What follows belongs to an exercise in optimizing a design on an open flow for small area and few clock cycles; a production flow would make more cautious choices.
RTL that was checked went through simulation tests only; none was proved equivalent to the original.
No functional check of the RTL was part of runs 2 and 3.
Power and IR drop assume default switching activity.

==> flow/design.v <==
`default_nettype none
package dbfp_pkg;
	localparam int MAX_FIELDS_DEF = 256;
	localparam logic [2:0] KIND_HDR_DONE = 3'd0;
	localparam logic [2:0] KIND_REC_START = 3'd1;
	localparam logic [2:0] KIND_FLD_BYTE = 3'd2;
	localparam logic [2:0] KIND_EXT_REF = 3'd3;
	localparam logic [2:0] KIND_END = 3'd4;
	localparam logic [2:0] KIND_ERROR = 3'd5;
	localparam logic [1:0] ERR_DEL_FLAG = 2'd0;
	localparam logic [1:0] ERR_TYPE = 2'd1;
	localparam logic [1:0] ERR_HEADER = 2'd2;
	localparam logic [1:0] ERR_TRUNC = 2'd3;
	localparam logic [7:0] FLAG_LIVE = 8'h20;
	localparam logic [7:0] FLAG_DELETED = 8'h2A;
	localparam logic [3:0] TYPE_CHAR = 4'd0;
	localparam logic [3:0] TYPE_BAD = 4'd12;
	localparam logic [7:0] EXT_REF_LEN = 8'd6;
	typedef struct packed {
		logic [2:0]  kind;
		logic [31:0] record_index;
		logic [7:0]  field_index;
		logic [3:0]  field_type;
		logic [7:0]  field_byte;
		logic        last_of_field;
		logic        deleted;
		logic [31:0] ext_offset;
		logic [15:0] ext_length;
		logic [1:0]  error_code;
		logic [23:0] date_stamp;
		logic [8:0]  field_count;
	} res_t;
	function automatic logic [3:0] type_code(input logic [7:0] b);
		logic [3:0] c;
		case (b)
			8'h43: c = 4'd0;   
			8'h59: c = 4'd1;   
			8'h4E: c = 4'd2;   
			8'h46: c = 4'd3;   
			8'h44: c = 4'd4;   
			8'h54: c = 4'd5;   
			8'h42: c = 4'd6;   
			8'h49: c = 4'd7;   
			8'h4C: c = 4'd8;   
			8'h4D: c = 4'd9;   
			8'h47: c = 4'd10;  
			8'h50: c = 4'd11;  
			default: c = TYPE_BAD;
		endcase
		type_code = c;
	endfunction
endpackage
`default_nettype wire
`default_nettype none
module dbfp_parser #(
	parameter int MAX_FIELDS = dbfp_pkg::MAX_FIELDS_DEF
) (
	input  wire logic        clk,
	input  wire logic        arst_n,
	input  wire logic        in_valid,
	output logic             in_ready,
	input  wire logic [7:0]  data_byte,
	input  wire logic        end_of_input,
	output logic             out_valid,
	input  wire logic        out_ready,
	output logic [2:0]       kind,
	output logic [31:0]      record_index,
	output logic [7:0]       field_index,
	output logic [3:0]       field_type,
	output logic [7:0]       field_byte,
	output logic             last_of_field,
	output logic             deleted,
	output logic [31:0]      ext_offset,
	output logic [15:0]      ext_length,
	output logic [1:0]       error_code,
	output logic [23:0]      date_stamp,
	output logic [8:0]       field_count
);
	localparam int IW = (MAX_FIELDS > 1) ? $clog2(MAX_FIELDS) : 1;
	localparam int CW = $clog2(MAX_FIELDS + 1);
	localparam int DEPTH = 1 << IW;
	localparam logic [CW-1:0] MAXF = CW'(MAX_FIELDS);
	localparam logic [2:0] PH_HEADER = 3'd0;
	localparam logic [2:0] PH_FLAG   = 3'd1;
	localparam logic [2:0] PH_FIELD  = 3'd2;
	localparam logic [2:0] PH_DONE   = 3'd3;
	localparam logic [2:0] PH_ERROR  = 3'd4;
	localparam int RL = DEPTH + 1;
	localparam int RW = $clog2(RL);
	logic [RL*12-1:0] ring_q;
	logic [RW-1:0] rp_q, fs_q, ls_q;
	logic          rdy_q;
	logic          bpend_q;
	logic [2:0]    phase_q, phase_n;
	logic [31:0]   cnt_q, cnt_n;
	logic [71:0]   sh_q;
	logic [CW-1:0] seen_q, seen_n;
	logic          anynz_q, anynz_n;
	logic [IW-1:0] first_q, first_n;
	logic [IW-1:0] lastnz_q, lastnz_n;
	logic [IW-1:0] cf_q, cf_n;
	logic [IW-1:0] sp_q;
	logic          sp_step, sp_jump, load, fetch;
	logic [11:0]   nxt_q, first_ent_q, av;
	logic          nxt_v_q;
	logic          rpe, avnz, avz;
	logic [3:0]    ctype_q, ctype_n;
	logic          cext_q, cext_n;
	logic [7:0]    rem_q, rem_n;
	logic          del_q, del_n;
	logic [3:0]    dtype_q, dtype_n;
	logic [15:0]   hlen;
	logic [31:0]   total;
	logic [23:0]   date;
	logic [7:0]    b8;
	assign hlen  = sh_q[71:56];
	assign b8    = sh_q[71:64];
	assign total = sh_q[55:24];
	assign date  = {sh_q[7:0], sh_q[15:8], sh_q[23:16]};
	logic [11:0]   rd;
	localparam int NT = (RL + 1) / 2;
	logic [NT-1:0] rsel;
	always_comb begin
		rd = '0;
		for (int i = 0; i < NT; i++) begin
			rsel[i] = (rp_q[RW-1:1] == (RW-1)'(i));
			rd = rd | ({12{rsel[i]}} & ring_q[2*i*12 +: 12]);
		end
	end
	function automatic logic [RW-1:0] rinc(input logic [RW-1:0] x);
		rinc = (x == RW'(RL - 1)) ? '0 : x + 1'b1;
	endfunction
	function automatic logic [RW-1:0] rnext(input logic [RW-1:0] x);
		rnext = (x >= RW'(31)) ? x - RW'(31) : x + RW'(RL - 31);
	endfunction
	logic [15:0]   pos;
	logic [4:0]    off;
	logic [3:0]    code;
	logic          ph_hdr, ph_flag, ph_field, ph_done, ph_err;
	logic          desc, err2a, err2b, err1, hdr_err, hdr_done, hdr_sh;
	logic          good;
	logic          last, more, stall;
	logic          rec_end, rec_last;
	logic          va, err_n;
	logic          acc, shift, wr_en, wslot, wstall;
	logic [31:0]   cnt_inc;
	always_comb begin
		pos = cnt_q[15:0];
		off = pos[4:0];
		code = dbfp_pkg::type_code(data_byte);
		ph_hdr = (phase_q == PH_HEADER);
		ph_flag = (phase_q == PH_FLAG);
		ph_field = (phase_q == PH_FIELD);
		ph_done = (phase_q == PH_DONE);
		ph_err = (phase_q == PH_ERROR);
		cnt_inc = cnt_q + 1'b1;
		desc = (pos[15:5] != 11'd0) && (pos[15:5] < hlen[15:5]);
		err2a = (pos == 16'd9) && ({data_byte, b8} < 16'd12);
		err2b = desc && (off == 5'd0) && (seen_q >= MAXF);
		err1 = desc && (off == 5'd11) && (seen_q < MAXF) && (code == dbfp_pkg::TYPE_BAD);
		hdr_err = err2a || err2b || err1;
		hdr_done = !hdr_err && (pos >= 16'd11) && (cnt_inc[15:0] == hlen);
		hdr_sh = (pos >= 16'd1) && (pos <= 16'd9);
		good = (data_byte == dbfp_pkg::FLAG_LIVE) || (data_byte == dbfp_pkg::FLAG_DELETED);
		last = (rem_q == 8'd0);
		more = (cf_q != lastnz_q);
		rpe = !rp_q[0];
		av = nxt_v_q ? nxt_q : rd;
		avnz = nxt_v_q || (rpe && (rd[7:0] != 8'd0));
		avz = !nxt_v_q && rpe && (rd[7:0] == 8'd0);
		wslot = (seen_q == '0) || (ls_q == RW'(31));
		wstall = ph_hdr && desc && (seen_q < MAXF) && (off == 5'd16) && !wslot;
		stall = (ph_field && last && more && !avnz) || wstall;
		rec_last = (cnt_inc == total);
		rec_end = (ph_flag && good && !anynz_q) || (ph_field && last && !more);
		va = (ph_hdr && (hdr_err || hdr_done)) || ph_flag || (ph_field && (!cext_q || last));
		err_n = ph_err || (ph_hdr && hdr_err) || (ph_flag && !good);
		out_valid = rdy_q && (bpend_q || (in_valid && !stall && va));
		in_ready = rdy_q && !bpend_q && !stall && (out_ready || !va);
		acc = in_valid && in_ready;
		phase_n = phase_q;
		cnt_n = cnt_q;
		seen_n = seen_q;
		anynz_n = anynz_q;
		first_n = first_q;
		lastnz_n = lastnz_q;
		cf_n = cf_q;
		ctype_n = ctype_q;
		cext_n = cext_q;
		rem_n = rem_q;
		del_n = del_q;
		dtype_n = dtype_q;
		wr_en = 1'b0;
		shift = 1'b0;
		case (phase_q)
			PH_HEADER: begin
				shift = hdr_sh;
				cf_n = '0;
				if (hdr_err) begin
					phase_n = PH_ERROR;
				end else begin
					if (desc && (seen_q < MAXF)) begin
						if (off == 5'd11)
							dtype_n = code;
						if (off == 5'd16) begin
							wr_en = 1'b1;
							if (data_byte != 8'd0) begin
								lastnz_n = IW'(seen_q);
								anynz_n = 1'b1;
								if (!anynz_q)
									first_n = IW'(seen_q);
							end
						end
						if (off == 5'd31)
							seen_n = seen_q + 1'b1;
					end
					if (hdr_done) begin
						cnt_n = '0;
						phase_n = (total == 32'd0) ? PH_DONE : PH_FLAG;
					end else begin
						cnt_n = cnt_inc;
					end
				end
			end
			PH_FLAG: begin
				shift = 1'b1;
				cf_n = '0;
				if (good) begin
					del_n = data_byte[1];
					if (anynz_q) begin
						phase_n = PH_FIELD;
						cf_n = first_q;
						ctype_n = first_ent_q[11:8];
						cext_n = (first_ent_q[11:8] == dbfp_pkg::TYPE_CHAR) && (first_ent_q[7:0] == dbfp_pkg::EXT_REF_LEN);
						rem_n = first_ent_q[7:0] - 1'b1;
					end
				end else begin
					phase_n = PH_ERROR;
				end
			end
			PH_FIELD: begin
				shift = 1'b1;
				rem_n = rem_q - 1'b1;
				if (last && more) begin
					cf_n = sp_q;
					ctype_n = av[11:8];
					cext_n = (av[11:8] == dbfp_pkg::TYPE_CHAR) && (av[7:0] == dbfp_pkg::EXT_REF_LEN);
					rem_n = av[7:0] - 1'b1;
				end
			end
			default: begin
			end
		endcase
		if (rec_end) begin
			cnt_n = cnt_inc;
			phase_n = rec_last ? PH_DONE : PH_FLAG;
		end
		if (end_of_input) begin
			if (ph_hdr)
				cnt_n = '0;
			if (err_n) begin
				phase_n = PH_HEADER;
				cnt_n = '0;
				seen_n = '0;
				anynz_n = 1'b0;
			end
		end
		sp_jump = acc && ((ph_hdr && hdr_done) || rec_end);
		load = acc && ph_field && last && more;
		sp_step = !sp_jump && (load || (ph_field && more && avz));
		fetch = !sp_jump && !load && ph_field && more && !nxt_v_q && avnz;
		kind = '0;
		record_index = '0;
		field_index = '0;
		field_type = '0;
		field_byte = '0;
		last_of_field = 1'b0;
		deleted = 1'b0;
		ext_offset = '0;
		ext_length = '0;
		error_code = '0;
		date_stamp = '0;
		field_count = '0;
		if (bpend_q) begin
			if (phase_q == PH_DONE) begin
				kind = dbfp_pkg::KIND_END;
				record_index = total;
			end else begin
				kind = dbfp_pkg::KIND_ERROR;
				error_code = dbfp_pkg::ERR_TRUNC;
				record_index = cnt_q;
				field_index = 8'(cf_q);
			end
		end else if (ph_hdr) begin
			if (hdr_err) begin
				kind = dbfp_pkg::KIND_ERROR;
				error_code = err1 ? dbfp_pkg::ERR_TYPE : dbfp_pkg::ERR_HEADER;
			end else begin
				kind = dbfp_pkg::KIND_HDR_DONE;
				record_index = total;
				date_stamp = date;
				field_count = 9'(seen_q) + 9'(desc && (off == 5'd31));
			end
		end else if (ph_flag) begin
			record_index = cnt_q;
			if (good) begin
				kind = dbfp_pkg::KIND_REC_START;
				deleted = data_byte[1];
			end else begin
				kind = dbfp_pkg::KIND_ERROR;
				error_code = dbfp_pkg::ERR_DEL_FLAG;
			end
		end else begin
			record_index = cnt_q;
			field_index = 8'(cf_q);
			field_type = ctype_q;
			deleted = del_q;
			if (cext_q) begin
				kind = dbfp_pkg::KIND_EXT_REF;
				ext_offset = {sh_q[63:56], sh_q[23:0]};
				ext_length = {data_byte, sh_q[71:64]};
			end else begin
				kind = dbfp_pkg::KIND_FLD_BYTE;
				field_byte = data_byte;
				last_of_field = last;
			end
		end
	end
	always_ff @(posedge clk or negedge arst_n) begin
		if (!arst_n) begin
			rdy_q <= 1'b0;
			bpend_q <= 1'b0;
			phase_q <= PH_HEADER;
			cnt_q <= '0;
			seen_q <= '0;
			anynz_q <= 1'b0;
		end else begin
			rdy_q <= 1'b1;
			if (bpend_q) begin
				if (out_ready) begin
					bpend_q <= 1'b0;
					phase_q <= PH_HEADER;
					cnt_q <= '0;
					seen_q <= '0;
					anynz_q <= 1'b0;
				end
			end else if (acc) begin
				bpend_q <= end_of_input && !err_n;
				phase_q <= phase_n;
				cnt_q <= cnt_n;
				seen_q <= seen_n;
				anynz_q <= anynz_n;
			end
		end
	end
	always_ff @(posedge clk) begin
		if (acc) begin
			first_q <= first_n;
			lastnz_q <= lastnz_n;
			cf_q <= cf_n;
			ctype_q <= ctype_n;
			cext_q <= cext_n;
			rem_q <= rem_n;
			del_q <= del_n;
			dtype_q <= dtype_n;
		end
		if (sp_jump)
			sp_q <= first_q + 1'b1;
		else if (sp_step)
			sp_q <= sp_q + 1'b1;
		rp_q <= sp_jump ? rnext(fs_q) : sp_step ? rnext(rp_q) : rinc(rp_q);
		if (sp_jump || load)
			nxt_v_q <= 1'b0;
		else if (fetch)
			nxt_v_q <= 1'b1;
		if (fetch)
			nxt_q <= rd;
		if (acc && wr_en && (data_byte != 8'd0) && !anynz_q)
			first_ent_q <= {dtype_q, data_byte};
		fs_q <= (acc && wr_en && (data_byte != 8'd0) && !anynz_q) ? '0 : rinc(fs_q);
		ls_q <= (acc && wr_en) ? '0 : rinc(ls_q);
		ring_q <= {ring_q[RL*12-13:0], (acc && wr_en) ? {dtype_q, data_byte} : ring_q[RL*12-1 -: 12]};
		if (acc && shift) begin
			sh_q[71:56] <= {data_byte, sh_q[71:64]};
			sh_q[23:0] <= {ph_hdr ? sh_q[31:24] : sh_q[63:56], sh_q[23:8]};
			if (ph_hdr)
				sh_q[55:24] <= sh_q[63:32];
		end
	end
endmodule
`default_nettype wire
`default_nettype none
module dbf_table_stream_parser_unit #(
	parameter int MAX_FIELDS = dbfp_pkg::MAX_FIELDS_DEF
) (
	input  wire logic        clk,
	input  wire logic        arst_n,
	input  wire logic        in_valid,
	output logic             in_ready,
	input  wire logic [7:0]  data_byte,
	input  wire logic        end_of_input,
	output logic             out_valid,
	input  wire logic        out_ready,
	output logic [2:0]       kind,
	output logic [31:0]      record_index,
	output logic [7:0]       field_index,
	output logic [3:0]       field_type,
	output logic [7:0]       field_byte,
	output logic             last_of_field,
	output logic             deleted,
	output logic [31:0]      ext_offset,
	output logic [15:0]      ext_length,
	output logic [1:0]       error_code,
	output logic [23:0]      date_stamp,
	output logic [8:0]       field_count
);
	dbfp_parser #(.MAX_FIELDS(MAX_FIELDS)) u_parser (
		.clk           (clk),
		.arst_n        (arst_n),
		.in_valid      (in_valid),
		.in_ready      (in_ready),
		.data_byte     (data_byte),
		.end_of_input  (end_of_input),
		.out_valid     (out_valid),
		.out_ready     (out_ready),
		.kind          (kind),
		.record_index  (record_index),
		.field_index   (field_index),
		.field_type    (field_type),
		.field_byte    (field_byte),
		.last_of_field (last_of_field),
		.deleted       (deleted),
		.ext_offset    (ext_offset),
		.ext_length    (ext_length),
		.error_code    (error_code),
		.date_stamp    (date_stamp),
		.field_count   (field_count)
	);
endmodule
`default_nettype wire
==> flow/run.sh <==
#!/bin/bash
# synth_recipe.tcl (not shown) runs the flow's synth.tcl, then flattens the netlist and writes it again
# the make line also repeats each setting of config.mk as NAME=value (left out here)
make -C /OpenROAD-flow-scripts/flow DESIGN_CONFIG=/design/flow/config.mk WORK_HOME=/design/flow/orfs CLKGATE_MAP_FILE= SYNTH_SCRIPT=/design/flow/synth_recipe.tcl finish
==> flow/config.mk <==
export PLATFORM = sky130hd
export DESIGN_NAME = dbf_table_stream_parser_unit
export DESIGN_NICKNAME = dbf_table_stream_parser_unit
export VERILOG_FILES = /design/flow/design.v
export SDC_FILE = /design/flow/constraint.sdc
export NUM_CORES = 4
export LEC_CHECK = 0
export CAP_MARGIN = 20
export CORE_MARGIN = 2
export CORE_UTILIZATION = 40
export SLEW_MARGIN = 20
export SYNTH_MEMORY_MAX_BITS = 16384
==> flow/constraint.sdc <==
create_clock -name core_clock -period 10.0 [get_ports {clk}]
set_input_delay 2.0000 -clock core_clock [delete_from_list [all_inputs] [get_ports {clk}]]
set_output_delay 2.0000 -clock core_clock [all_outputs]
set_load 0.01 [all_outputs]
==> results.json, run 1 <==
{
  "rows": 173,
  "critPathMaxFanout": 27,
  "async_flop_share_pct": 1.42,
  "clockBufferDepth": 4,
  "synth_flop_cell": "dfxtp_1",
  "synth.area.top_cells": "dfxtp_1 (70%), edfxtp_1 (5.0%), a22oi_1 (2.0%), nand3_1 (1.8%), nand2_1 (1.4%)",
  "grtUsageTotal_pct": 25.8,
  "status": "timing/DRC/antenna clean",
  "timing.rr.start": "u_parser.rp_q[1]",
  "vdd_drop_max_mv": 0.152,
  "rsz0062_at_grt": "no",
  "yosysTopAreaCellShare_pct": 69.9,
  "num-nets-final": 6999,
  "grt_pass1_vias": 55071,
  "grt_max_degree": 69,
  "tns_ns": 0,
  "p_leak_uw": 0.0397,
  "die-area_mm2": 0.227,
  "fillers": 19338,
  "overflow": 0,
  "cts_sinks": 3305,
  "core_mm2": 0.222,
  "synth.distinct_cells": 93,
  "drc": 0,
  "setup_viol": 0,
  "dp_cells": 9602,
  "hp-start": "u_parser.ring_q[1983]",
  "period_minus_slack_ns": 9.13,
  "first_iter_violations": 7960,
  "hold_viol_final": 0,
  "cts_root_buf": "clkbuf_16",
  "wl_per_cell_um": 29.5,
  "slew_headroom_pct": 21.9,
  "whs_endpoint": "u_parser.ring_q[1995]",
  "cp_data_required_time_ns": 8.00,
  "htreeDepth": 5,
  "clk-insertion-delay-late_ns": 0.98,
  "via_per_inst": 5.62,
  "antenna_left": 0,
  "rr_worst_depth": 16,
  "cp_data_arrival_time_ns": 7.13,
  "layout-drive-gt1-share_pct": 11.7,
  "crit_type": "register to output pin",
  "final.setup_skew_ns": 0.0941,
  "start_kind": "register",
  "power_density_mw_per_mm2": 266,
  "synth_cells": 6697,
  "end_kind": "output pin",
  "finalMaxSlewViolations": 0,
  "post_cts_resized": 0,
  "hold_class": "register to register",
  "grt_pass1_wl_um": 416000,
  "drt_pre_antenna_iters": 7,
  "yosysSeqAreaShare_pct": 76.2,
  "cts_tree": "done",
  "yosys_register_bits": 3305,
  "multi_input_area_mm2": 0.0197,
  "cap_violations": 0,
  "vias": 57267,
  "die_w_um": 476,
  "postCtsSetupRepairBufs": 0,
  "tightest_slew_ns": 1.14,
  "finalCritPeriodShare_pct": 91.3,
  "start_util_pct": 40.2,
  "fmax_mhz": 110,
  "routed_wl_um": 300000,
  "fp.dieH_um": 476,
  "clkSlewWorstSetupHoldPaths_ns": 0.06,
  "cts_buffers": 325,
  "gp_congestion": 0.970,
  "dp_hpwl_um": 200000,
  "avgSynthCellArea_um2": 13.3,
  "synthesis.area_mm2": 0.0891,
  "syn_nets": 6741,
  "yosysWarnings": 1,
  "rr_endpoint": "u_parser.fs_q[2]",
  "ios": 155,
  "yosys.area.top_type": "dfxtp_1",
  "rrSetupSlack_ns": 3.00,
  "hold_buffers": 0,
  "synth-edff-count": 147,
  "io_buffers": 154,
  "seqCellArea_mm2": 0.0679,
  "stdcell_count": 10183,
  "area_delta_synth_final_pct": 18.2,
  "antenna_found_initial": 22,
  "hold_path_depth": 0
}
[cell type report]
| type | count | area share [%] |
|---|---|---|
| Antenna cell | 8 | 0.0190 |
| Clock buffer | 463 | 9.06 |
| Clock inverter | 109 | 1.25 |
| Inverter | 53 | 0.189 |
| Multi-Input combinational cell | 2940 | 18.7 |
| Sequential cell | 3305 | 64.5 |
| Tap cell | 2975 | 3.54 |
| Timing Repair Buffer | 330 | 2.76 |
[cell usage in the layout (no fill, tap or decap), drive strengths merged, types with 29 or more instances in the layout]
cell type / synthesis / routed
a21oi: 161 / 161
a221oi: 75 / 75
a22o: 96 / 96
a22oi: 238 / 238
a31oi: 95 / 95
a32oi: 78 / 78
and2: 30 / 30
and3: 145 / 145
and3b: 30 / 30
buf: 146 / 177
clkbuf: 253 / 463
clkdlybuf4s50: 0 / 153
clkinv: 1 / 69
dfrtp: 47 / 47
dfxtp: 3111 / 3111
edfxtp: 147 / 147
ha: 31 / 31
inv: 52 / 56
mux2: 63 / 63
mux2i: 56 / 56
nand2: 321 / 321
nand3: 327 / 327
nand3b: 29 / 29
nand4: 101 / 101
nor2: 147 / 147
nor2b: 36 / 36
nor3: 56 / 56
nor4: 79 / 79
o211ai: 36 / 36
o21ai: 139 / 139
o22ai: 73 / 73
xnor2: 77 / 77
xor2: 58 / 58
[per-layer routing]
metal / GRT usage, % / vias up / part of all wire, %
met3: 6.62 / 1005 / 10
li1: - / 24498 / -
met4: 14.3 / 14 / 6.4
met2: 38.7 / 3572 / 43
met1: 33.8 / 28178 / 41
met5: 0 / - / 0.035
[report_power, final]
group | total [uW] | switching [uW] | internal [uW]
registers | 13500 | 203 | 13300
logic | 2190 | 1730 | 460
clock network | 12300 | 5010 | 7310
total | 28000 | 6940 | 21100
[stage by stage]
step	hold WS, ns	power (uW)	util (%)	cell area [um^2]	worst slack, ns
floorplan	0.310	14600	-	89100	3.60
global placement	0.310	15800	42.5	94300	1.95
detailed placement	0.312	15800	42.5	94400	1.73
CTS	0.254	28000	47.4	105000	1.01
global route	0.260	28600	47.4	105000	0.877
finish	0.253	28000	47.4	105000	0.870
[cell families after synthesis]
kind of cell	after synthesis	synth area share (%)
adders and majority gates	31	0.435
muxes	119	1.43
other	1	0.00421
AOI/OAI and AO/OA	1223	9.96
DFF	3305	76.2
and+or+nand+nor	1431	8.59
buffers and inverters	452	2.08
xor gates and xnor gates	135	1.33
[sequential cells by signal (all words and copies together) (netlist names)]
register              flops
u_parser.ctype_q          4
u_parser.cf_q             8
u_parser.fs_q             9
u_parser.sp_q             8
u_parser.cext_q           1
u_parser.sh_q            72
u_parser.dtype_q          4
u_parser.nxt_q           12
u_parser.first_ent_q     12
u_parser.rem_q            8
u_parser.lastnz_q         8
u_parser.rdy_q            1
u_parser.nxt_v_q          1
u_parser.del_q            1
u_parser.rp_q             9
u_parser.seen_q           9
u_parser.bpend_q          1
u_parser.anynz_q          1
u_parser.ls_q             9
u_parser.first_q          8
u_parser.cnt_q           32
u_parser.ring_q        3084
u_parser.phase_q          3
[worst max path at each step]
stage / start / cells after the start / slack (ns) / to
4_1_cts: u_parser.rp_q[2] / 15 / 1.01 / out_valid
6_report: u_parser.rp_q[2] / 15 / 0.87 / out_valid
3_3_place_gp: data_byte[0] / 11 / 1.95 / record_index[29]
2_1_floorplan: data_byte[2] / 13 / 3.60 / u_parser.sh_q[24]
5_1_grt: u_parser.rp_q[1] / 15 / 0.88 / out_valid
3_5_place_dp: data_byte[0] / 11 / 1.73 / record_index[8]
[cells in the mapped netlist (96+ instances only)]
library cell / number
dfxtp_1: 3111
nand3_1: 327
nand2_1: 321
clkbuf_1: 252
a22oi_1: 238
a21oi_1: 158
edfxtp_1: 147
nor2_1: 147
and3_1: 145
o21ai_0: 137
nand4_1: 100
a22o_1: 96
[critical path: stages (launching register included)]
cell	delay [ns]
dfxtp_1	0.58
inv_1	0.22
ha_4	0.34
buf_4	0.34
and3b_2	0.48
and2_4	0.39
a2111o_1	0.45
nor4_1	0.39
nand4_1	0.15
or4_4	0.65
or4_4	0.63
or3_4	0.45
a21oi_4	0.30
nor2_1	0.11
o21a_1	0.21
clkdlybuf4s50_1	0.49
Testbench counts, summed over its fixed seeds: cycles 156,273.
==> inputs of run 2 (changes only) <==
--- a/flow/design.v
+++ b/flow/design.v
@@ -87,3 +87,5 @@
 	localparam logic [2:0] PH_ERROR  = 3'd4;
-	localparam int RL = DEPTH + 1;
+	localparam int TP = 4;
+	localparam int TPW = (TP > 1) ? $clog2(TP) : 1;
+	localparam int RL = (TP == 1) ? DEPTH + 1 : DEPTH + TP;
 	localparam int RW = $clog2(RL);
@@ -101,7 +103,7 @@
 	logic [IW-1:0] cf_q, cf_n;
-	logic [IW-1:0] sp_q;
-	logic          sp_step, sp_jump, load, fetch;
-	logic [11:0]   nxt_q, first_ent_q, av;
-	logic          nxt_v_q;
-	logic          rpe, avnz, avz;
+	logic [IW-1:0] sp_q, sp_n, ft;
+	logic          sp_jump, load, fscan, ft_step;
+	logic [11:0]   e0_q, e0_n, e1_q, e1_n, first_ent_q, av;
+	logic          v0_q, v0_n, v1_q, v1_n;
+	logic          rpe, rdnz, rdz, avnz, woff;
 	logic [3:0]    ctype_q, ctype_n;
@@ -110,3 +112,2 @@
 	logic          del_q, del_n;
-	logic [3:0]    dtype_q, dtype_n;
 	logic [15:0]   hlen;
@@ -120,3 +121,3 @@
 	logic [11:0]   rd;
-	localparam int NT = (RL + 1) / 2;
+	localparam int NT = RL / TP;
 	logic [NT-1:0] rsel;
@@ -125,4 +126,4 @@
 		for (int i = 0; i < NT; i++) begin
-			rsel[i] = (rp_q[RW-1:1] == (RW-1)'(i));
-			rd = rd | ({12{rsel[i]}} & ring_q[2*i*12 +: 12]);
+			rsel[i] = (rp_q == RW'(TP * i));
+			rd = rd | ({12{rsel[i]}} & ring_q[TP*i*12 +: 12]);
 		end
@@ -132,4 +133,6 @@
 	endfunction
-	function automatic logic [RW-1:0] rnext(input logic [RW-1:0] x);
-		rnext = (x >= RW'(31)) ? x - RW'(31) : x + RW'(RL - 31);
+	function automatic logic [RW-1:0] rnext(input logic [RW-1:0] x, input logic [IW-1:0] k);
+		logic [RW-1:0] d;
+		d = ((TP == 1) || (k[TPW-1:0] == TPW'(TP - 1))) ? RW'(32 - TP) : RW'(32);
+		rnext = (x >= d) ? x - d : x + (RW'(RL) - d);
 	endfunction
@@ -166,8 +169,10 @@
 		more = (cf_q != lastnz_q);
-		rpe = !rp_q[0];
-		av = nxt_v_q ? nxt_q : rd;
-		avnz = nxt_v_q || (rpe && (rd[7:0] != 8'd0));
-		avz = !nxt_v_q && rpe && (rd[7:0] == 8'd0);
-		wslot = (seen_q == '0) || (ls_q == RW'(31));
-		wstall = ph_hdr && desc && (seen_q < MAXF) && (off == 5'd16) && !wslot;
+		rpe = (TP == 1) || (rp_q[TPW-1:0] == '0);
+		rdnz = rpe && (rd[7:0] != 8'd0);
+		rdz = rpe && (rd[7:0] == 8'd0);
+		av = v0_q ? e0_q : rd;
+		avnz = v0_q || rdnz;
+		woff = (off == 5'(17 + ((TP == 1) ? 0 : int'(seen_q[TPW-1:0]))));
+		wslot = (seen_q == '0) || (ls_q == (((TP == 1) || (seen_q[TPW-1:0] == '0)) ? RW'(32 - TP) : RW'(32)));
+		wstall = ph_hdr && desc && (seen_q < MAXF) && woff && !wslot;
 		stall = (ph_field && last && more && !avnz) || wstall;
@@ -191,3 +196,2 @@
 		del_n = del_q;
-		dtype_n = dtype_q;
 		wr_en = 1'b0;
@@ -203,6 +207,8 @@
 						if (off == 5'd11)
-							dtype_n = code;
-						if (off == 5'd16) begin
+							ctype_n = code;
+						if (off == 5'd16)
+							rem_n = data_byte;
+						if (woff) begin
 							wr_en = 1'b1;
-							if (data_byte != 8'd0) begin
+							if (rem_q != 8'd0) begin
 								lastnz_n = IW'(seen_q);
@@ -269,4 +275,48 @@
 		load = acc && ph_field && last && more;
-		sp_step = !sp_jump && (load || (ph_field && more && avz));
-		fetch = !sp_jump && !load && ph_field && more && !nxt_v_q && avnz;
+		fscan = (ph_field && more) || ph_flag;
+		ft = sp_q + IW'(v0_q) + IW'(v1_q);
+		sp_n = sp_q;
+		v0_n = v0_q;
+		v1_n = v1_q;
+		e0_n = e0_q;
+		e1_n = e1_q;
+		ft_step = 1'b0;
+		if (load) begin
+			sp_n = sp_q + 1'b1;
+			if (v0_q) begin
+				e0_n = e1_q;
+				v0_n = v1_q;
+				v1_n = 1'b0;
+				if (rdnz) begin
+					if (v1_q) begin
+						e1_n = rd;
+						v1_n = 1'b1;
+					end else begin
+						e0_n = rd;
+						v0_n = 1'b1;
+					end
+					ft_step = 1'b1;
+				end else if (rdz && !v1_q) begin
+					sp_n = sp_q + 2'd2;
+					ft_step = 1'b1;
+				end
+			end else begin
+				ft_step = 1'b1;
+			end
+		end else if (fscan) begin
+			if (rdnz) begin
+				if (!v0_q) begin
+					e0_n = rd;
+					v0_n = 1'b1;
+					ft_step = 1'b1;
+				end else if (!v1_q) begin
+					e1_n = rd;
+					v1_n = 1'b1;
+					ft_step = 1'b1;
+				end
+			end else if (rdz && !v0_q && ph_field) begin
+				sp_n = sp_q + 1'b1;
+				ft_step = 1'b1;
+			end
+		end
 		kind = '0;
@@ -364,20 +414,14 @@
 			del_q <= del_n;
-			dtype_q <= dtype_n;
 		end
-		if (sp_jump)
-			sp_q <= first_q + 1'b1;
-		else if (sp_step)
-			sp_q <= sp_q + 1'b1;
-		rp_q <= sp_jump ? rnext(fs_q) : sp_step ? rnext(rp_q) : rinc(rp_q);
-		if (sp_jump || load)
-			nxt_v_q <= 1'b0;
-		else if (fetch)
-			nxt_v_q <= 1'b1;
-		if (fetch)
-			nxt_q <= rd;
-		if (acc && wr_en && (data_byte != 8'd0) && !anynz_q)
-			first_ent_q <= {dtype_q, data_byte};
-		fs_q <= (acc && wr_en && (data_byte != 8'd0) && !anynz_q) ? '0 : rinc(fs_q);
+		sp_q <= sp_jump ? first_q + 1'b1 : sp_n;
+		v0_q <= !sp_jump && v0_n;
+		v1_q <= !sp_jump && v1_n;
+		e0_q <= e0_n;
+		e1_q <= e1_n;
+		rp_q <= sp_jump ? rnext(fs_q, first_q) : ft_step ? rnext(rp_q, ft) : rinc(rp_q);
+		if (acc && wr_en && (rem_q != 8'd0) && !anynz_q)
+			first_ent_q <= {ctype_q, rem_q};
+		fs_q <= (acc && wr_en && (rem_q != 8'd0) && !anynz_q) ? '0 : rinc(fs_q);
 		ls_q <= (acc && wr_en) ? '0 : rinc(ls_q);
-		ring_q <= {ring_q[RL*12-13:0], (acc && wr_en) ? {dtype_q, data_byte} : ring_q[RL*12-1 -: 12]};
+		ring_q <= {ring_q[RL*12-13:0], (acc && wr_en) ? {ctype_q, rem_q} : ring_q[RL*12-1 -: 12]};
 		if (acc && shift) begin
--- a/flow/config.mk
+++ b/flow/config.mk
@@ -9,3 +9,3 @@
 export CORE_MARGIN = 2
-export CORE_UTILIZATION = 40
+export CORE_UTILIZATION = 65
 export SLEW_MARGIN = 20
==> run 2 against run 1 <==
Against the previous run:
- clock skew is 0.020 ns lower
- cell area is 6.7% lower
- critical path depth is 1 lower
- wire length is 32% lower
- synthesized cell count is 13% lower
- flip-flop and latch count is 45 higher
- final cell count is 20% lower
- count of clock-buffer cells in the layout is 34 lower
- die area is 41% lower
- synthesized area is 4.7% lower
- critical path type unchanged
- largest cell class unchanged
- largest power group unchanged
==> results.json, run 2 <==
{
  "final.setup_skew_ns": 0.0737,
  "drc": 0,
  "yosysWarnings": 1,
  "top_register": "u_parser.ring_q",
  "yosysTopAreaCellShare_pct": 74.2,
  "routed_wl_um": 204000,
  "layout-drive-gt1-share_pct": 10.4,
  "avgSynthCellArea_um2": 14.5,
  "yosysSeqAreaShare_pct": 81.1,
  "grt_max_degree": 76,
  "cts_buffers": 306,
  "postCtsSetupRepairBufs": 0,
  "cp_data_arrival_time_ns": 7.13,
  "cts_tree": "done",
  "via_per_inst": 5.63,
  "overflow": 0,
  "synth_flop_cell": "dfxtp_1",
  "synth-edff-count": 156,
  "finalMaxSlewViolations": 0,
  "dp_hpwl_um": 128000,
  "antenna_left": 0,
  "async_flop_share_pct": 1.40,
  "fp.dieH_um": 366,
  "fillers": 7740,
  "syn_nets": 5927,
  "setup_viol": 0,
  "yosys.area.top_type": "dfxtp_1",
  "ys_top_cells_by_count": "dfxtp_1 (3147), nand2_1 (252), nor2_1 (168), edfxtp_1 (156), a22oi_1 (147)",
  "gp_congestion": 0.921,
  "mostFrequentLayoutCells": "dfxtp_1 (3144), clkbuf_16 (315), nand2_1 (252), nor2_1 (160), edfxtp_1 (156)",
  "synth.area.top_cells": "dfxtp_1 (74%), edfxtp_1 (5.5%), dfrtp_1 (1.4%), a22oi_1 (1.3%), nand2_1 (1.1%)",
  "rsz0062_at_grt": "no",
  "end_kind": "output pin",
  "ios": 155,
  "hold_buffers": 0,
  "synth_most_common_cell": "dfxtp_1",
  "slew_headroom_pct": 25.3,
  "num-nets-final": 6224,
  "synth.distinct_cells": 104,
  "drt_pre_antenna_iters": 6,
  "synthesis.area_mm2": 0.0849,
  "grt_pass1_vias": 44857,
  "largest_reg_flops": 3120,
  "crit_type": "register to output pin",
  "fmax_mhz": 110,
  "area_delta_synth_final_pct": 15.6,
  "critPathMaxFanout": 38,
  "synth_cells": 5845,
  "yosys_register_bits": 3350,
  "power_density_mw_per_mm2": 292,
  "clockBufferDepth": 4,
  "hold_class": "register to register",
  "cts_root_buf": "clkbuf_16",
  "finalCritPeriodShare_pct": 91.3,
  "vdd_drop_max_mv": 0.239,
  "start_util_pct": 65.5,
  "cts_sinks": 3350,
  "mostFrequentLayoutCell": "dfxtp_1",
  "clkSlewWorstSetupHoldPaths_ns": 0.06,
  "grtUsageTotal_pct": 30.3,
  "first_iter_violations": 4706,
  "htreeDepth": 5,
  "tns_ns": 0,
  "final_util_pct": 75.7,
  "start_kind": "register",
  "rows": 132,
  "tightest_slew_ns": 1.11,
  "clk-insertion-delay-late_ns": 0.91,
  "cap_violations": 0,
  "vias": 45578,
  "cp_data_required_time_ns": 8.00,
  "reg_top3": "u_parser.ring_q (3120), u_parser.sh_q (72), u_parser.cnt_q (32)",
  "status": "timing/DRC/antenna clean",
  "finalPower_uw": 28700,
  "p_leak_uw": 0.0384,
  "antenna_found_initial": 15,
  "post_cts_resized": 0,
  "core_mm2": 0.130,
  "period_minus_slack_ns": 9.13,
  "die-area_mm2": 0.134,
  "grt_pass1_wl_um": 296000,
  "hold_viol_final": 0,
  "wl_per_cell_um": 25.2,
  "die_w_um": 366,
  "io_buffers": 154
}
==> run 2: routing by layer <==
layer,share of wire [%],track usage [%],vias to the layer above
met5,0.0098,0,-
met4,3.1,10.3,2
met3,6.7,5.08,406
met2,45,47.1,1825
met1,45,43.4,22631
li1,-,-,20714
==> run 2: critical path: stages, from the launching register on <==
cell and delay [ns]:
dfxtp_1 0.43, inv_1 0.34, ha_4 0.61, buf_4 0.46, nand2b_1 0.39, nor3_2 0.96, nand2_1 0.31, nand4_1 0.18
a2111oi_0 0.08, nand3_1 0.46, nor4b_1 0.16, nand2_2 0.24, o31ai_1 0.11, a21boi_0 0.77, clkdlybuf4s50_1 0.70
==> run 2: through the flow <==
| stage | setup WS (ns) | area [um^2] | cells | hold WS (ns) |
|---|---|---|---|---|
| after floorplan | 3.57 | 84900 | 5845 | 0.310 |
| after global placement | 1.74 | 88200 | 7576 | 0.310 |
| after detailed placement | 2.14 | 88200 | 7576 | 0.312 |
| after CTS | 1.21 | 98200 | 8096 | 0.290 |
| after global routing | 0.954 | 98200 | 8097 | 0.300 |
| final | 0.871 | 98200 | 8100 | 0.293 |
==> run 2: final cells by class <==
type	count	area (um^2)	area share (%)
well taps	1742	2180	2.22
repair buffers	234	2140	2.18
clock buffers	429	8870	9.03
inverters	89	334	0.340
multi-input cells	2161	14700	15.0
flip-flops and latches	3350	68900	70.1
clock inverters	91	1070	1.09
diodes	4	10.0	0.0102
==> run 2: path summary, 6_finish.rpt <==
path,startpoint,to,slack [ns],depth (start not counted)
hold / removal,u_parser.ring_q[421],u_parser.ring_q[433],0.29,0
setup / recovery,u_parser.rp_q[6],out_valid,0.87,14
setup reg to reg,u_parser.rp_q[6],u_parser.rem_q[2],3.22,15
hold reg to reg,u_parser.ring_q[421],u_parser.ring_q[433],0.29,0
min in group asynchronous,arst_n,u_parser.cnt_q[20],1.28,2
max in group asynchronous,arst_n,u_parser.bpend_q,8.15,2
==> run 2: where the power goes <==
group / internal, uW / switching (uW) / leakage (uW)
clock network: 6740 / 4750 / 0.00488
logic: 1030 / 2340 / 0.00611
registers: 13600 / 256 / 0.0274
total: 21300 / 7350 / 0.0384
==> run 2: cell families (layout without fill, tap and decap cells) <==
group	count (synthesis)	after routing	synth area share (%)
flip-flops	3350	3350	81.1
buffers and inverters	334	843	1.80
other	1	5	0.00441
AND/OR/NAND/NOR	972	972	5.85
adder cells (fa/ha/maj)	69	69	1.08
multiplexers	120	120	1.58
XOR/XNOR	152	152	1.62
AO/OA/AOI/OAI	847	847	7.01
==> inputs of run 3 (changes only) <==
--- a/flow/config.mk
+++ b/flow/config.mk
@@ -9,3 +9,4 @@
 export CORE_MARGIN = 2
-export CORE_UTILIZATION = 65
+export CORE_UTILIZATION = 40
+export CTS_BUF_LIST = sky130_fd_sc_hd__clkbuf_4 sky130_fd_sc_hd__clkbuf_8
 export SLEW_MARGIN = 20
==> run 3 against run 2 <==
Against the previous run:
- flip-flop and latch count did not move
- register-to-register slack better by 0.39 ns
- total power down 1.7%
- final cell count is 17% higher
- sequential power about the same
- hold slack got worse by 0.054 ns
- first-iteration DRC count fell by 24%
- sequential share of layout area shrank 1.1 points
- critical path type unchanged
- largest cell class unchanged
- largest power group unchanged
==> results.json, run 3 <==
{
  "fillers": 18165,
  "vdd_drop_max_mv": 0.126,
  "avgSynthCellArea_um2": 14.5,
  "whs_endpoint": "u_parser.ring_q[554]",
  "slowest_delay_ns": 0.78,
  "clockBufferDepth": 4,
  "start_util_pct": 40.1,
  "status": "timing/DRC/antenna clean",
  "routed_wl_um": 195000,
  "vias": 45609,
  "grtUsageTotal_pct": 17.7,
  "end_kind": "output pin",
  "cts_root_buf": "clkbuf_8",
  "area_delta_synth_final_pct": 17.5,
  "dp_slack_ns": 2.21,
  "grt_pass1_vias": 45120,
  "cpMostUsedCell": "inv_1",
  "synth_most_common_cell": "dfxtp_1",
  "ys_top_cells_by_count": "dfxtp_1 (3147), nand2_1 (252), nor2_1 (168), edfxtp_1 (156), a22oi_1 (147)",
  "crit_type": "register to output pin",
  "cts_sinks": 3350,
  "synth.distinct_cells": 104,
  "clkSlewWorstSetupHoldPaths_ns": 0.07,
  "rr_worst_depth": 13,
  "antenna_left": 0,
  "tightest_slew_ns": 1.08,
  "final.setup_skew_ns": 0.150,
  "mostFrequentLayoutCells": "dfxtp_1 (3144), clkbuf_8 (599), nand2_1 (252), nor2_1 (160), edfxtp_1 (156)",
  "die_w_um": 465,
  "synth.area.top_cells": "dfxtp_1 (74%), edfxtp_1 (5.5%), dfrtp_1 (1.4%), a22oi_1 (1.3%), nand2_1 (1.1%)",
  "yosysTopAreaCellShare_pct": 74.2,
  "hold_buffers": 0,
  "slew_headroom_pct": 27.7,
  "power_density_mw_per_mm2": 283,
  "grt_pass1_wl_um": 288000,
  "layout_setup_ws_ns": 1.36,
  "dp_hpwl_um": 127000,
  "slowest_stage": "or4b_1",
  "layout-drive-gt1-share_pct": 15.4,
  "cts_buffers": 474,
  "synthesis.area_mm2": 0.0849,
  "start_kind": "register",
  "reg_top3": "u_parser.ring_q (3120), u_parser.sh_q (72), u_parser.cnt_q (32)",
  "yosysWarnings": 1,
  "post_cts_resized": 0,
  "htreeDepth": 5,
  "core_mm2": 0.212,
  "antenna_found_initial": 11,
  "hp-start": "u_parser.ring_q[542]",
  "finalMaxSlewViolations": 0,
  "rrSetupSlack_ns": 3.61,
  "ios": 155,
  "cts_tree": "done",
  "hold_viol_final": 0,
  "grt_max_degree": 77,
  "yosys_register_bits": 3350,
  "cp_data_required_time_ns": 8.00,
  "drt_pre_antenna_iters": 7,
  "gp_congestion": 0.882,
  "die-area_mm2": 0.216,
  "syn_nets": 5927,
  "tns_ns": 0,
  "fmax_mhz": 116,
  "wl_per_cell_um": 20.6,
  "timing.hold.ws_ns": 0.239,
  "hold_path_depth": 0,
  "worstPathCellList": "inv_1 -> ha_4 -> buf_4 -> inv_1 -> nor2_2 -> a221oi_1 -> o31ai_1 -> a2111oi_0 -> nand3_1 -> or4b_1 -> o31ai_4 -> inv_2 -> clkdlybuf4s50_1",
  "top_register": "u_parser.ring_q",
  "synth_flop_cell": "dfxtp_1",
  "first_iter_violations": 3583,
  "drc": 0,
  "hold_class": "register to register",
  "clk-insertion-delay-late_ns": 1.10,
  "setup_viol": 0,
  "overflow": 0,
  "rsz0062_at_grt": "no",
  "cap_violations": 0,
  "synth-edff-count": 156,
  "finalCritPeriodShare_pct": 86.4,
  "fp.dieH_um": 465,
  "p_leak_uw": 0.0390,
  "num-nets-final": 6396,
  "mostFrequentLayoutCell": "dfxtp_1",
  "rows": 169,
  "period_minus_slack_ns": 8.64,
  "largest_reg_flops": 3120,
  "synth_cells": 5845,
  "postCtsSetupRepairBufs": 0,
  "yosysSeqAreaShare_pct": 81.1,
  "finalPower_uw": 28200,
  "critPathMaxFanout": 54,
  "cp_data_arrival_time_ns": 6.64,
  "rr_endpoint": "u_parser.sp_q[4]",
  "io_buffers": 154,
  "async_flop_share_pct": 1.40,
  "timing.rr.start": "u_parser.rp_q[6]",
  "yosys.area.top_type": "dfxtp_1",
  "via_per_inst": 4.80
}
==> run 3: final cells by class <==
type                    count  area [um^2]  area share [%]
repair buffers            238         2170            2.17
inverters                  89          334           0.335
well taps                2821         3530            3.54
clock inverters            74          768           0.770
clock buffers             752         9390            9.41
multi-input cells        2161        14700            14.7
flip-flops and latches   3350        68900            69.0
diodes                      8         20.0          0.0201
==> run 3: worst max path at each step <==
stage                     start          endpoint  slack (ns)  cells after the start
2_1_floorplan      data_byte[3]  u_parser.sh_q[0]        3.57                     13
3_3_place_gp       data_byte[3]          in_ready        2.27                     12
3_5_place_dp       data_byte[3]          in_ready        2.21                     12
4_1_cts        u_parser.rp_q[6]          in_ready        1.40                     13
5_1_grt        u_parser.rp_q[6]         out_valid        1.12                     15
6_report       u_parser.rp_q[6]          in_ready        1.36                     13
==> run 3: layer usage <==
| layer | global-route usage, % | wire length [um] |
|---|---|---|
| met5 | 0 | 0 |
| met4 | 5.73 | 4930 |
| met3 | 4.15 | 13100 |
| met2 | 27.0 | 86300 |
| met1 | 24.6 | 90800 |
==> run 3: stage by stage <==
stage / std cells / area (um^2) / util (%)
after detailed placement: 8659 / 89600 / 42.3
after global placement: 8659 / 89600 / 42.3
after floorplan: 5845 / 84900 / -
final: 9493 / 99800 / 47.1
after global routing: 9486 / 99800 / 47.1
after CTS: 9485 / 99800 / 47.1
==> run 3: power by group <==
part	leakage (uW)	internal (uW)	switching (uW)
clock network	0.00542	6280	4780
logic	0.00613	1040	2280
registers	0.0274	13600	243
==> run 3: cell families (layout without fill, tap and decap cells) <==
kind of cell	Yosys count	count (layout)	synth area share (%)
AND/OR/NAND/NOR	972	972	5.85
other	1	9	0.00441
XOR/XNOR	152	152	1.62
AO/OA/AOI/OAI	847	847	7.01
multiplexers	120	120	1.58
buffers and inverters	334	1153	1.80
flip-flops	3350	3350	81.1
adder cells (fa/ha/maj)	69	69	1.08
==> run 3: worst max-delay path: cells and delay by family, from the launching register on <==
kind	cells	cell delay (ns)
compound gates	4	1.52
fa+ha+maj	1	0.49
buf+inv	5	1.68
flops	1	0.59
simple gates	3	1.29
==> inputs of run 4 (changes only) <==
--- a/flow/design.v
+++ b/flow/design.v
@@ -87,3 +87,3 @@
 	localparam logic [2:0] PH_ERROR  = 3'd4;
-	localparam int TP = 4;
+	localparam int TP = 8;
 	localparam int TPW = (TP > 1) ? $clog2(TP) : 1;
@@ -104,4 +104,4 @@
 	logic [IW-1:0] sp_q, sp_n, ft;
-	logic          sp_jump, load, fscan, ft_step;
-	logic [11:0]   e0_q, e0_n, e1_q, e1_n, first_ent_q, av;
+	logic          sp_jump, load, fscan, ft_step, wrap;
+	logic [11:0]   e0_q, e0_n, e1_q, e1_n, av;
 	logic          v0_q, v0_n, v1_q, v1_n;
@@ -177,3 +177,3 @@
 		wstall = ph_hdr && desc && (seen_q < MAXF) && woff && !wslot;
-		stall = (ph_field && last && more && !avnz) || wstall;
+		stall = (((ph_field && last && more) || (ph_flag && good && anynz_q)) && !avnz) || wstall;
 		rec_last = (cnt_inc == total);
@@ -237,6 +237,6 @@
 						phase_n = PH_FIELD;
-						cf_n = first_q;
-						ctype_n = first_ent_q[11:8];
-						cext_n = (first_ent_q[11:8] == dbfp_pkg::TYPE_CHAR) && (first_ent_q[7:0] == dbfp_pkg::EXT_REF_LEN);
-						rem_n = first_ent_q[7:0] - 1'b1;
+						cf_n = sp_q;
+						ctype_n = av[11:8];
+						cext_n = (av[11:8] == dbfp_pkg::TYPE_CHAR) && (av[7:0] == dbfp_pkg::EXT_REF_LEN);
+						rem_n = av[7:0] - 1'b1;
 					end
@@ -273,5 +273,6 @@
 		end
-		sp_jump = acc && ((ph_hdr && hdr_done) || rec_end);
-		load = acc && ph_field && last && more;
-		fscan = (ph_field && more) || ph_flag;
+		load = acc && ((ph_field && last && more) || (ph_flag && good && anynz_q));
+		wrap = load && (sp_q == lastnz_q);
+		sp_jump = (acc && ph_hdr && hdr_done) || wrap;
+		fscan = ph_field || ph_flag;
 		ft = sp_q + IW'(v0_q) + IW'(v1_q);
@@ -316,3 +317,3 @@
 				end
-			end else if (rdz && !v0_q && ph_field) begin
+			end else if (rdz && !v0_q) begin
 				sp_n = sp_q + 1'b1;
@@ -415,3 +416,3 @@
 		end
-		sp_q <= sp_jump ? first_q + 1'b1 : sp_n;
+		sp_q <= sp_jump ? first_q : sp_n;
 		v0_q <= !sp_jump && v0_n;
@@ -420,5 +421,3 @@
 		e1_q <= e1_n;
-		rp_q <= sp_jump ? rnext(fs_q, first_q) : ft_step ? rnext(rp_q, ft) : rinc(rp_q);
-		if (acc && wr_en && (rem_q != 8'd0) && !anynz_q)
-			first_ent_q <= {ctype_q, rem_q};
+		rp_q <= sp_jump ? rinc(fs_q) : ft_step ? rnext(rp_q, ft) : rinc(rp_q);
 		fs_q <= (acc && wr_en && (rem_q != 8'd0) && !anynz_q) ? '0 : rinc(fs_q);
--- a/flow/config.mk
+++ b/flow/config.mk
@@ -9,4 +9,5 @@
 export CORE_MARGIN = 2
-export CORE_UTILIZATION = 40
-export CTS_BUF_LIST = sky130_fd_sc_hd__clkbuf_4 sky130_fd_sc_hd__clkbuf_8
+export CORE_UTILIZATION = 65
+export CTS_CLUSTER_DIAMETER = 100
+export CTS_CLUSTER_SIZE = 30
 export SLEW_MARGIN = 20
==> run 4 against run 3 <==
Against the previous run:
- critical path depth shrank 1
- sequential share of layout area grew 8.8 points
- count of clock-buffer cells in the layout shrank 607
- global-route usage grew 7.4 points
- flip-flop and latch count grew 36
- synthesized area shrank 3.5%
- clock skew shrank 0.097 ns
- wire length shrank 16%
- die area shrank 40%
- hold slack gained 0.046 ns
- setup slack gained 0.42 ns
- core utilization grew 24 points
- critical endpoint is now out_valid
==> results.json, run 4 <==
{
  "status": "timing/DRC/antenna clean",
  "grt_pass1_wl_um": 239000,
  "dp_hpwl_um": 108000,
  "io_buffers": 154,
  "p_clk_share_pct": 31.5,
  "clkSlewWorstSetupHoldPaths_ns": 0.12,
  "rows": 130,
  "vias": 38985,
  "fillers": 8229,
  "cts_root_buf": "clkbuf_16",
  "final.setup_skew_ns": 0.0530,
  "grtUsageTotal_pct": 25.0,
  "fin_area_mm2": 0.0893,
  "tns_ns": 0,
  "hold_buffers": 0,
  "synth_cells": 5373,
  "start_kind": "register",
  "critPathMaxFanout": 12,
  "hold_viol_final": 0,
  "switching_share_pct": 19.9,
  "drt_pre_antenna_iters": 6,
  "mostFrequentLayoutCells": "dfxtp_1 (3192), nand2_1 (223), clkdlybuf4s50_1 (153), edfxtp_1 (145), clkbuf_16 (136)",
  "top_register": "u_parser.ring_q",
  "num-nets-final": 5594,
  "timing.rr.start": "u_parser.cnt_q[1]",
  "grt_pass1_vias": 37133,
  "hold_class": "register to register",
  "async_flop_share_pct": 1.39,
  "hp-start": "u_parser.ring_q[3121]",
  "antenna_left": 0,
  "tightest_slew_ns": 1.11,
  "pwr-share-seq_pct": 67.2,
  "vdd_drop_max_mv": 0.225,
  "clk-insertion-delay-late_ns": 0.80,
  "rsz0062_at_grt": "no",
  "clockBufferDepth": 3,
  "cts_buffers": 132,
  "p_switching_uw": 4040,
  "multi_input_area_mm2": 0.0117,
  "p_leak_uw": 0.0348,
  "syn_nets": 5435,
  "setup_viol": 0,
  "htreeDepth": 4,
  "grt_max_degree": 89,
  "finalCritPeriodShare_pct": 82.2,
  "largest_reg_flops": 3168,
  "p_int_uw": 16300,
  "crit_type": "register to output pin",
  "rrSetupSlack_ns": 3.93,
  "end_kind": "output pin",
  "synth.distinct_cells": 91,
  "first_iter_violations": 3763,
  "postCtsSetupRepairBufs": 0,
  "synth_most_common_cell": "dfxtp_1",
  "post_cts_resized": 0,
  "worstPathCellList": "inv_1 -> ha_1 -> or4b_1 -> nor2_2 -> a2111oi_0 -> o22ai_1 -> nand4bb_1 -> nor4_2 -> nand3_2 -> nand4_1 -> a21boi_0 -> clkdlybuf4s50_1",
  "wl_per_cell_um": 22.6,
  "yosysTopAreaCellShare_pct": 78.0,
  "place_area_mm2": 0.0855,
  "yosys_register_bits": 3386,
  "cts_sinks": 3386,
  "fp.dieH_um": 359,
  "overflow": 0,
  "yosysWarnings": 1,
  "start_util_pct": 65.4,
  "synth_flop_cell": "dfxtp_1",
  "ios": 155,
  "slowest_delay_ns": 0.84,
  "period_minus_slack_ns": 8.22,
  "cp_data_arrival_time_ns": 6.22,
  "fmax_mhz": 122,
  "avgSynthCellArea_um2": 15.3,
  "cap_violations": 0,
  "yosys.area.top_type": "dfxtp_1",
  "die-area_mm2": 0.129,
  "area_delta_synth_final_pct": 8.84,
  "synth.area.top_cells": "dfxtp_1 (78%), edfxtp_1 (5.3%), dfrtp_1 (1.4%), nand2_1 (1.0%), and3_1 (0.92%)",
  "crit_buf_inv": 2,
  "cp_data_required_time_ns": 8.00,
  "cp-startpoint": "u_parser.rp_q[1]",
  "mostFrequentLayoutCell": "dfxtp_1",
  "core_mm2": 0.125,
  "die_w_um": 359,
  "slew_headroom_pct": 25.2,
  "finalMaxSlewViolations": 0,
  "layout-drive-gt1-share_pct": 5.66,
  "cp_top_family": "simple AND/OR/NAND/NOR gates",
  "synthesis.area_mm2": 0.0820,
  "antenna_found_initial": 14,
  "ys_top_cells_by_count": "dfxtp_1 (3194), nand2_1 (224), clkbuf_1 (152), edfxtp_1 (145), nor2_1 (126)",
  "via_per_inst": 5.40,
  "combPwrFrac_pct": 1.3,
  "finalPower_uw": 20300,
  "power_density_mw_per_mm2": 228,
  "cts_tree": "done",
  "routed_wl_um": 163000,
  "reg_top3": "u_parser.ring_q (3168), u_parser.sh_q (72), u_parser.cnt_q (32)",
  "seqCellArea_mm2": 0.0695,
  "gp_congestion": 0.940,
  "drc": 0,
  "synth-edff-count": 145,
  "yosysSeqAreaShare_pct": 84.7,
  "slowest_stage": "or4b_1"
}
run 4: changes by cell type in the layout (fill, tap and decap cells not counted), moves of 43 or more:
| cell | delta |
|---|---|
| a22oi_1 | -88 |
| a21oi_1 | -43 |
| clkbuf_8 | -599 |
| clkbuf_4 | -153 |
| dfxtp_1 | +48 |
| clkbuf_16 | +136 |
| clkinv_2 | -44 |
run 4: metrics by stage:
step | util, % | cells | worst slack (ns) | hold slack [ns]
finish | 71.2 | 7215 | 1.78 | 0.284
global route | 71.2 | 7212 | 1.61 | 0.298
CTS | 71.2 | 7212 | 1.85 | 0.297
detailed placement | 68.2 | 7048 | 1.92 | 0.312
global placement | 68.2 | 7048 | 1.99 | 0.310
floorplan | - | 5373 | 2.95 | 0.310
run 4: layer usage:
| layer | track usage, % | vias to the layer above | share of wire (%) |
|---|---|---|---|
| met4 | 7.92 | 0 | 3.1 |
| met5 | 0 | - | 0 |
| li1 | - | 18310 | - |
| met3 | 5.12 | 333 | 6.9 |
| met2 | 38.2 | 1438 | 44 |
| met1 | 36.2 | 18904 | 46 |
run 4: final timing paths:
path,endpoint,depth (start not counted)
max,out_valid,12
min,u_parser.ring_q[3133],0
max reg2reg,u_parser.sp_q[6],16
min reg2reg,u_parser.ring_q[3133],0
max in group asynchronous,u_parser.bpend_q,2
min in group asynchronous,u_parser.cnt_q[30],2
run 4: kinds of logic (layout without fill, tap and decap cells):
| family | Yosys count | count (layout) | share of synthesized area, % |
|---|---|---|---|
| other | 1 | 4 | 0.00457 |
| adders and majority gates | 49 | 49 | 0.775 |
| AOI/OAI and AO/OA | 581 | 581 | 5.05 |
| muxes | 83 | 83 | 1.07 |
| and+or+nand+nor | 883 | 883 | 5.68 |
| buffers and inverters | 256 | 445 | 1.23 |
| DFF | 3386 | 3386 | 84.7 |
| xor gates and xnor gates | 134 | 134 | 1.46 |
run 4: area by class of cell:
cell class                 instances  area share (%)
sequential                      3386            77.8
multi-input combinational       1731            13.1
tap                             1650            2.31
clock buffer                     145            3.85
inverter                          61           0.257
clock inverter                    19           0.359
timing repair buffer             220            2.28
antenna                            3         0.00841
run 4: power groups by stage:
stage	Clock (uW)	Sequential (uW)	Combinational [uW]
6_report	6400	13600	273
5_1_grt	6970	13600	291
4_1_cts	6530	13600	271
3_5_place_dp	0	14000	270
3_3_place_gp	0	14000	268
2_1_floorplan	0	13900	147
Testbench counts of run 4, summed over its fixed seeds: cycles 157,470.
==> inputs of run 5 (changes only) <==
--- a/flow/config.mk
+++ b/flow/config.mk
@@ -10,3 +10,3 @@
 export CORE_UTILIZATION = 65
-export CTS_CLUSTER_DIAMETER = 100
+export CTS_CLUSTER_DIAMETER = 60
 export CTS_CLUSTER_SIZE = 30
==> run 5 against run 4 <==
Against the previous run:
- still clean
- global-route usage increased by 0.32 points
- flip-flop and latch count did not move
- setup slack lost 0.0032 ns
- final cell count is 0.78% higher
- wire length rose by 0.72%
- synthesized area is the same
- count of clock-buffer cells in the layout up 21
- maximum frequency hardly changed
- critical path depth unchanged
- first-iteration DRC count is 1.9% higher
- critical path type unchanged
- largest cell class unchanged
- highest routed layer unchanged
==> results.json, run 5 <==
{
  "cts_root_buf": "clkbuf_16",
  "hold_class": "register to register",
  "drc": 0,
  "ys_top_cells_by_count": "dfxtp_1 (3194), nand2_1 (224), clkbuf_1 (152), edfxtp_1 (145), nor2_1 (126)",
  "cts_sinks": 3386,
  "rr_worst_depth": 16,
  "first_iter_violations": 3835,
  "hold_buffers": 0,
  "antenna_found_initial": 14,
  "setup.worst_path.end": "out_valid",
  "die-area_mm2": 0.129,
  "cts_buffers": 150,
  "top_register": "u_parser.ring_q",
  "synth.area.top_cells": "dfxtp_1 (78%), edfxtp_1 (5.3%), dfrtp_1 (1.4%), nand2_1 (1.0%), and3_1 (0.92%)",
  "reg_top3": "u_parser.ring_q (3168), u_parser.sh_q (72), u_parser.cnt_q (32)",
  "rrSetupSlack_ns": 4.02,
  "critPathMaxFanout": 12,
  "tightest_slew_ns": 1.09,
  "crit_type": "register to output pin",
  "largest_reg_flops": 3168,
  "fillers": 8110,
  "end_kind": "output pin",
  "yosys.area.top_type": "dfxtp_1",
  "worstPathCellList": "inv_1 -> ha_1 -> or4b_1 -> nor2_2 -> a2111oi_0 -> o22ai_1 -> nand4bb_1 -> nor4_2 -> nand3_2 -> nand4_1 -> a21boi_0 -> clkdlybuf4s50_1",
  "rr_endpoint": "u_parser.sp_q[6]",
  "num-nets-final": 5612,
  "routed.top_layer": "met4",
  "slowest_delay_ns": 0.83,
  "yosysTopAreaCellShare_pct": 78.0,
  "grtUsageTotal_pct": 25.3,
  "final.setup_skew_ns": 0.0457,
  "slew_headroom_pct": 26.4,
  "clkSlewWorstSetupHoldPaths_ns": 0.10,
  "cap_violations": 0,
  "met1_length_um": 75300,
  "area_delta_synth_final_pct": 9.90,
  "cp-startpoint": "u_parser.rp_q[1]",
  "grt_max_degree": 89,
  "vias": 39123,
  "synth_cells": 5373,
  "syn_nets": 5435,
  "timing.rr.start": "u_parser.cnt_q[1]",
  "clk-insertion-delay-late_ns": 0.80,
  "yosysWarnings": 1,
  "mostFrequentLayoutCells": "dfxtp_1 (3192), nand2_1 (223), clkdlybuf4s50_1 (153), clkbuf_16 (152), edfxtp_1 (145)",
  "rsz0062_at_grt": "no",
  "status": "timing/DRC/antenna clean",
  "antenna_left": 0,
  "p_leak_uw": 0.0352,
  "drt_pre_antenna_iters": 6,
  "timing.hold.ws_ns": 0.288,
  "start_util_pct": 65.4,
  "cp_data_required_time_ns": 8.00,
  "io_buffers": 154,
  "async_flop_share_pct": 1.39,
  "die_w_um": 359,
  "postCtsSetupRepairBufs": 0,
  "finalMaxSlewViolations": 0,
  "core_mm2": 0.125,
  "cts_tree": "done",
  "wl_met3_um": 10700,
  "post_cts_resized": 0,
  "start_kind": "register",
  "yosys_register_bits": 3386,
  "cp_data_arrival_time_ns": 6.22,
  "dr_wl_met2_um": 73200,
  "setup_viol": 0,
  "wl_per_cell_um": 22.6,
  "yosysSeqAreaShare_pct": 84.7,
  "dp_hpwl_um": 108000,
  "synth.distinct_cells": 91,
  "mostFrequentLayoutCell": "dfxtp_1",
  "finalPower_uw": 21000,
  "ios": 155,
  "slowest_stage": "or4b_1",
  "hold_viol_final": 0,
  "synth_flop_cell": "dfxtp_1",
  "period_minus_slack_ns": 8.22,
  "tns_ns": 0,
  "via_per_inst": 5.38,
  "fmax_mhz": 122,
  "grt_pass1_wl_um": 242000,
  "clockBufferDepth": 3,
  "fp.dieH_um": 359,
  "grt_pass1_vias": 37649,
  "vdd_drop_max_mv": 0.277,
  "routed_wl_um": 164000,
  "layout-drive-gt1-share_pct": 6.60,
  "overflow": 0,
  "synth-edff-count": 145,
  "avgSynthCellArea_um2": 15.3,
  "finalCritPeriodShare_pct": 82.2,
  "htreeDepth": 4,
  "synthesis.area_mm2": 0.0820,
  "rows": 130,
  "synth_most_common_cell": "dfxtp_1",
  "gp_congestion": 0.940,
  "power_density_mw_per_mm2": 233
}
==> run 5: cell counts after synthesis <==
No cell type changed its count.
==> run 5: where the power goes <==
group | switching (uW) | total [uW] | leakage (uW) | internal (uW)
combinational | 153 | 272 | 0.00536 | 119
sequential | 42.6 | 13600 | 0.0276 | 13600
clock | 4080 | 7090 | 0.00225 | 3010
==> run 5: routing by layer <==
layer,up-vias,global-route usage (%)
met5,-,0
li1,18443,-
met3,338,4.58
met1,19007,36.4
met4,0,8.62
met2,1335,39.1
==> run 5: worst min-delay path by stage <==
stage	start	end	slack, ns	depth (start not counted)
2_1_floorplan	u_parser.ring_q[988]	u_parser.ring_q[1000]	0.31	0
3_3_place_gp	u_parser.ring_q[1472]	u_parser.ring_q[1484]	0.31	0
3_5_place_dp	u_parser.ring_q[1721]	u_parser.ring_q[1733]	0.31	0
4_1_cts	u_parser.ring_q[155]	u_parser.ring_q[167]	0.28	0
5_1_grt	u_parser.ring_q[179]	u_parser.ring_q[191]	0.28	0
6_report	u_parser.ring_q[155]	u_parser.ring_q[167]	0.29	0
==> run 5: worst max-delay path: cells and delay by family, from the launching register on <==
family / cells / cell delay [ns]
buffers and inverters: 2 / 0.79
and+or+nand+nor: 6 / 2.58
AOI/OAI and AO/OA: 3 / 1.12
DFF: 1 / 0.50
adders and majority gates: 1 / 0.41
==> run 5: stage by stage <==
stage	util, %	instance area [um^2]	cells	worst slack (ns)
after CTS	71.8	90100	7269	1.86
after global placement	68.2	85500	7048	1.99
after floorplan	-	82000	5373	2.95
final	71.9	90100	7271	1.78
after detailed placement	68.2	85500	7048	1.92
after global routing	71.9	90100	7269	1.63
==> run 5: area by class of cell <==
cell class | count | area, um^2 | area share, %
Inverter | 61 | 229 | 0.254
Timing Repair Buffer | 220 | 2030 | 2.25
Clock buffer | 166 | 3910 | 4.33
Antenna cell | 2 | 5.00 | 0.00555
Clock inverter | 55 | 718 | 0.797
Tap cell | 1650 | 2060 | 2.29
Sequential cell | 3386 | 69500 | 77.1
Multi-Input combinational cell | 1731 | 11700 | 13.0
==> run 5: logic make-up after synthesis <==
family,count (synthesis),synth area share [%]
simple gates,883,5.68
flops,3386,84.7
mux,83,1.07
buf+inv,256,1.23
compound gates,581,5.05
fa+ha+maj,49,0.775
xor+xnor,134,1.46
other cells,1,0.00457

port drivers added, routing unchanged:
No port has a modelled driver above. Below, the same layouts with a new extraction and two added sets of constraints. Step 1 (the two cells are an assumption about what drives the block):
set clk [get_ports {clk}]
set_driving_cell -lib_cell sky130_fd_sc_hd__clkbuf_16 $clk
set_driving_cell -lib_cell sky130_fd_sc_hd__buf_2 [delete_from_list [all_inputs] $clk]
Step 2 times the ports against the registers' clock, not the clock port: input delays grow and output delays shrink by t, the midpoint of the rising clock arrivals with the driver on. Slacks: no drivers / after step 1 / after step 2; pairs: no drivers / after step 1.
run	shift t [ns]	slack for setup (ns)	worst hold slack (ns)	worst setup path after step 2	worst data-port slew with drivers (ns)
run 1	1.022	0.870 / 0.775 / 1.797	0.253 / 0.253 / 0.253	register to output	0.10
run 2	0.954	0.871 / 0.791 / 1.745	0.293 / 0.293 / 0.293	register to output	0.11
run 3	1.111	1.362 / 1.285 / 2.059	0.239 / 0.239 / 0.239	input to output	0.12
run 4	0.853	1.783 / 1.708 / 1.787	0.284 / 0.284 / 0.284	input to output	0.06
run 5	0.859	1.780 / 1.703 / 1.817	0.288 / 0.288 / 0.288	input to output	0.06
After both steps setup and hold are still met in every run listed.
